This is an optimization exercise on Yosys and OpenROAD, whose aim is small area, a short achievable clock period and few clock cycles per item, not a production implementation.
In this exercise RTL edits were held to simulation tests only and were not proved equivalent to the original.
No activity file was given, so power comes from the tool's default toggle rates.

== v36 ==
==> flow/design.v (excerpt) <==
module pe_injection_port #(
    parameter int phit_size               = noc_pkg::PHIT_SIZE,
    parameter int flit_size               = 1,
    parameter int addr_length             = 8,
    parameter int addr_place_in_header    = 0,
    parameter int no_vc                   = 8,
    parameter int floorplusone_log2_no_vc = noc_pkg::VC_IDX_W,
    parameter int buf_depth               = 4
) (
    input  logic                               clk,
    input  logic                               full_reset,
    input  logic [phit_size-1:0]               in_data,
    input  logic                               in_sent_req,
    input  logic                               in_new,
    input  logic [floorplusone_log2_no_vc-1:0] in_vc_no,
    output logic                               out_ready,
    output logic [phit_size-1:0]               out_data,
    output logic                               out_sent_req,
    output logic                               out_new,
    output logic                               out_tail,
    output logic [floorplusone_log2_no_vc-1:0] out_vc_no,
    input  logic                               in_ready,
    output logic [addr_length-1:0]             out_dest_addr,
    output logic                               protocol_error,
    output logic [31:0]                        no_packet_inject_report,
    output logic [31:0]                        stall_cycles_report
);
Size: about 2,300 cells after synthesis, ~120 I/O pins.
==> module pe_injection_port, before the edit <==
module pe_injection_port #(
    parameter int phit_size               = noc_pkg::PHIT_SIZE,
    parameter int flit_size               = 1,
    parameter int addr_length             = 8,
    parameter int addr_place_in_header    = 0,
    parameter int no_vc                   = 8,
    parameter int floorplusone_log2_no_vc = noc_pkg::VC_IDX_W,
    parameter int buf_depth               = 4
) (
    input  logic                               clk,
    input  logic                               full_reset,
    input  logic [phit_size-1:0]               in_data,
    input  logic                               in_sent_req,
    input  logic                               in_new,
    input  logic [floorplusone_log2_no_vc-1:0] in_vc_no,
    output logic                               out_ready,
    output logic [phit_size-1:0]               out_data,
    output logic                               out_sent_req,
    output logic                               out_new,
    output logic                               out_tail,
    output logic [floorplusone_log2_no_vc-1:0] out_vc_no,
    input  logic                               in_ready,
    output logic [addr_length-1:0]             out_dest_addr,
    output logic                               protocol_error,
    output logic [31:0]                        no_packet_inject_report,
    output logic [31:0]                        stall_cycles_report
);
    localparam int LFW = noc_pkg::LENGTH_FIELD_WIDTH;
    localparam int VW  = floorplusone_log2_no_vc;
    localparam int SW  = $clog2(no_vc);
    localparam int EW  = phit_size + 1;
    logic [no_vc-1:0] full, empty, push, pop, rsel;
    logic [4*EW-1:0]  ents [no_vc];
    logic [4*no_vc-1:0] rs;
    logic [no_vc-1:0] body, lenx, rz;
    logic [LFW-1:0]   rem [no_vc];
    logic [no_vc-1:0] dec, acc;
    logic             sel_body, sel_lenx, sel_rz;
    logic [LFW-1:0]   sel_rem, rem_nxt;
    logic             ok, last, rz_nxt;
    inj_vc_dec #(
        .VW (VW),
        .N  (no_vc)
    ) u_dec (
        .vc  (in_vc_no),
        .dec (dec)
    );
    assign acc = dec & ~full;
    always_comb begin
        sel_body = 1'b0;
        sel_lenx = 1'b0;
        sel_rz   = 1'b0;
        sel_rem  = '0;
        for (int v = 0; v < no_vc; v++) begin
            sel_body = sel_body | (dec[v] & body[v]);
            sel_lenx = sel_lenx | (dec[v] & lenx[v]);
            sel_rz   = sel_rz   | (dec[v] & rz[v]);
            sel_rem  = sel_rem  | (rem[v] & {LFW{dec[v]}});
        end
    end
    inj_ready #(
        .VW (VW),
        .N  (no_vc)
    ) u_ready (
        .vc    (in_vc_no),
        .nfull (~full),
        .ready (out_ready)
    );
    assign ok        = in_new ^ sel_body;
    assign last      = ~in_new & (sel_lenx ? (in_data[LFW-1:0] < LFW'(3))
                                           : sel_rz);
    logic [LFW-1:0] rem_dec;
    inj_decr #(
        .W (LFW)
    ) u_decr (
        .a (sel_rem),
        .y (rem_dec)
    );
    assign rem_nxt   = sel_lenx ? in_data[LFW-1:0] : rem_dec;
    assign rz_nxt    = sel_lenx ? (in_data[LFW-1:0] == LFW'(3))
                                : (sel_rem == LFW'(4));
    for (genvar v = 0; v < no_vc; v++) begin : g_vc
        assign push[v] = in_sent_req & acc[v] & (in_new ^ body[v]);
        always_ff @(posedge clk) begin
            if (full_reset) begin
                body[v] <= 1'b0;
                lenx[v] <= 1'b0;
            end else if (push[v]) begin
                body[v] <= in_new | ~last;
                lenx[v] <= in_new;
            end
        end
        always_ff @(posedge clk) begin
            if (push[v] & ~in_new) begin
                rem[v] <= rem_nxt;
                rz[v]  <= rz_nxt;
            end
        end
        inj_vc_fifo #(
            .W     (EW),
            .DEPTH (buf_depth)
        ) u_fifo (
            .clk   (clk),
            .rst   (full_reset),
            .push  (push[v]),
            .din   ({last, in_data}),
            .pop   (pop[v]),
            .rsel  (rsel[v]),
            .ents  (ents[v]),
            .rs    (rs[4*v +: 4]),
            .full  (full[v]),
            .empty (empty[v])
        );
    end
    logic                   o_valid, o_new, o_tail, lock;
    logic [phit_size-1:0]   o_data;
    logic [addr_length-1:0] o_dest;
    logic [no_vc-1:0]       cur, pm;
    logic                   adv, found, avail;
    logic [no_vc-1:0]       win, pm_win;
    logic [SW-1:0]          o_vc;
    logic [EW-1:0]          s_head;
    inj_rr #(
        .N (no_vc)
    ) u_rr (
        .req   (~empty),
        .pm    (pm),
        .gnt   (win),
        .found (found)
    );
    always_comb begin
        pm_win[0] = 1'b0;
        for (int v = 1; v < no_vc; v++) pm_win[v] = pm_win[v-1] | win[v-1];
    end
    always_comb begin
        o_vc = '0;
        for (int v = 0; v < no_vc; v++)
            if (cur[v]) o_vc = o_vc | SW'(v);
    end
    assign rsel  = lock ? cur : win;
    assign avail = lock ? ~|(cur & empty) : found;
    assign adv   = ~o_valid | in_ready;
    assign pop   = rsel & {no_vc{adv & avail}};
    logic [4*no_vc*EW-1:0] all_ents;
    for (genvar v = 0; v < no_vc; v++) begin : g_ents
        assign all_ents[4*EW*v +: 4*EW] = ents[v];
    end
    inj_sel #(
        .W (EW),
        .N (4 * no_vc)
    ) u_sel (
        .d (all_ents),
        .s (rs),
        .y (s_head)
    );
    always_ff @(posedge clk) begin
        if (full_reset) begin
            o_valid <= 1'b0;
            lock    <= 1'b0;
            cur     <= no_vc'(1) << (no_vc - 1);
            pm      <= '0;
        end else if (adv) begin
            o_valid <= avail;
            if (avail) begin
                if (!lock) begin
                    cur <= win;
                    pm  <= pm_win;
                end
                lock <= ~lock | ~s_head[phit_size];
            end
        end
    end
    always_ff @(posedge clk) begin
        if (adv) begin
            o_data <= s_head[phit_size-1:0];
            o_tail <= s_head[phit_size];
            o_new  <= ~lock;
            if (!lock) o_dest <= s_head[addr_place_in_header +: addr_length];
        end
    end
    assign out_sent_req  = o_valid;
    assign out_data      = o_data;
    assign out_new       = o_new;
    assign out_tail      = o_tail;
    assign out_vc_no     = VW'(o_vc);
    assign out_dest_addr = o_dest;
    always_ff @(posedge clk) begin
        if (full_reset) protocol_error <= 1'b0;
        else if (in_sent_req & out_ready & ~ok) protocol_error <= 1'b1;
    end
    logic [31:0] pkt_cnt, stall_cnt;
    always_ff @(posedge clk) begin
        if (full_reset) begin
            pkt_cnt   <= '0;
            stall_cnt <= '0;
        end else begin
            if (o_valid & in_ready & o_tail) pkt_cnt   <= pkt_cnt + 32'd1;
            if (in_sent_req & ~out_ready)    stall_cnt <= stall_cnt + 32'd1;
        end
    end
    assign no_packet_inject_report = pkt_cnt;
    assign stall_cycles_report     = stall_cnt;
endmodule
clock: 7.0 ns
lec_check: 0
cap_margin: 20
core_margin: 2
core_utilization: 40
cts_cluster_diameter: 100
cts_cluster_size: 25
setup_slack_margin: 3.55
slew_margin: 20
synth_hierarchical: 1
standard.sh (not shown) runs the stock make flow with config.mk's settings and CLKGATE_MAP_FILE= SYNTH_SCRIPT=/design/flow/synth_recipe.tcl, a recipe that flattens the netlist after the stock synthesis.
==> flow/flow/run.sh <==
#!/bin/bash
# The standard layout (standard.sh, unchanged synthesis and steps), with one
# change: the port buffers that global placement inserts are plain
# sky130_fd_sc_hd__buf_1 cells instead of the delay buffers buffer_ports
# picks by default; timing repair still resizes them where needed.
# All of ORFS's output goes to standard.log here, and its per-step logs stay
# under orfs/logs/.
set -euo pipefail
export BUFFER_PORTS_ARGS="-buffer_cell sky130_fd_sc_hd__buf_1"
bash standard.sh > standard.log 2>&1
Testbench counts of v36, summed over its fixed seeds: cycles 10,595, packets 2,400.
#### Input delta (v21 over v36)
diff --git a/flow/design.v b/flow/design.v
--- a/flow/design.v
+++ b/flow/design.v
@@ -136,8 +136,17 @@
         .vc    (in_vc_no),
         .nfull (~full),
         .ready (out_ready)
     );
+    logic ready_int;
+    inj_ready #(
+        .VW (VW),
+        .N  (no_vc)
+    ) u_ready_int (
+        .vc    (in_vc_no),
+        .nfull (~full),
+        .ready (ready_int)
+    );
     assign ok        = in_new ^ sel_body;
     assign last      = ~in_new & (sel_lenx ? (in_data[LFW-1:0] < LFW'(3))
                                            : sel_rz);
     logic [LFW-1:0] rem_dec;
@@ -256,18 +265,18 @@
     assign out_vc_no     = VW'(o_vc);
     assign out_dest_addr = o_dest;
     always_ff @(posedge clk) begin
         if (full_reset) protocol_error <= 1'b0;
-        else if (in_sent_req & out_ready & ~ok) protocol_error <= 1'b1;
+        else if (in_sent_req & ready_int & ~ok) protocol_error <= 1'b1;
     end
     logic [31:0] pkt_cnt, stall_cnt;
     always_ff @(posedge clk) begin
         if (full_reset) begin
             pkt_cnt   <= '0;
             stall_cnt <= '0;
         end else begin
             if (o_valid & in_ready & o_tail) pkt_cnt   <= pkt_cnt + 32'd1;
-            if (in_sent_req & ~out_ready)    stall_cnt <= stall_cnt + 32'd1;
+            if (in_sent_req & ~ready_int)    stall_cnt <= stall_cnt + 32'd1;
         end
     end
     assign no_packet_inject_report = pkt_cnt;
     assign stall_cycles_report     = stall_cnt;
### Flow results
Compared with v36, v21 shows a met1 layer wirelength in the final routing that is about 0.6% lower. Comparing the two runs side by side, v21 comes out behind v36 on leakage power. Per the comparison of v21 with v36, overall routed net length up about 0.5%; final area now larger; design internal power went down. Across v21 and v36, none had a timing, DRC or antenna violation. v21 vs v36, count of plain and timing-repair buffers in the layout went up by 11. Compared with v36, in v21 clock skew went up by 0.011 ns, power share of the combinational group was more or less identical, end-of-flow core utilization went down by 0.20 points.
Testbench counts of v21, summed over its fixed seeds: cycles 10,595, packets 2,400.

[port drivers added, routing unchanged]
Ports are ideal in the flow. The routed layouts listed here were re-timed in OpenROAD. Step 1 assumes that a clkbuf_16 drives the clock port and a buf_2 every other input. Step 2, shift: input delay + t, output delay - t, t = (earliest + latest rising clock arrival at the registers) / 2. This alone moves slack from input paths to output paths. a / b / c = ideal / step 1 / step 2; a / b = the first two.
| run | t, ns | setup WS [ns] | worst setup path after step 2 | worst data-port slew with drivers (ns) |
|---|---|---|---|---|
| v36 | 0.669 | 3.357 / 3.273 / 2.875 | input to register | 0.18 |
| v21 | 0.655 | 3.440 / 3.319 / 2.824 | input to register | 0.17 |
After both steps setup and hold are still met in every run listed. For v21, which loses most, drivers alone change the setup slack by -0.121 ns; drivers and shift together by -0.616 ns.
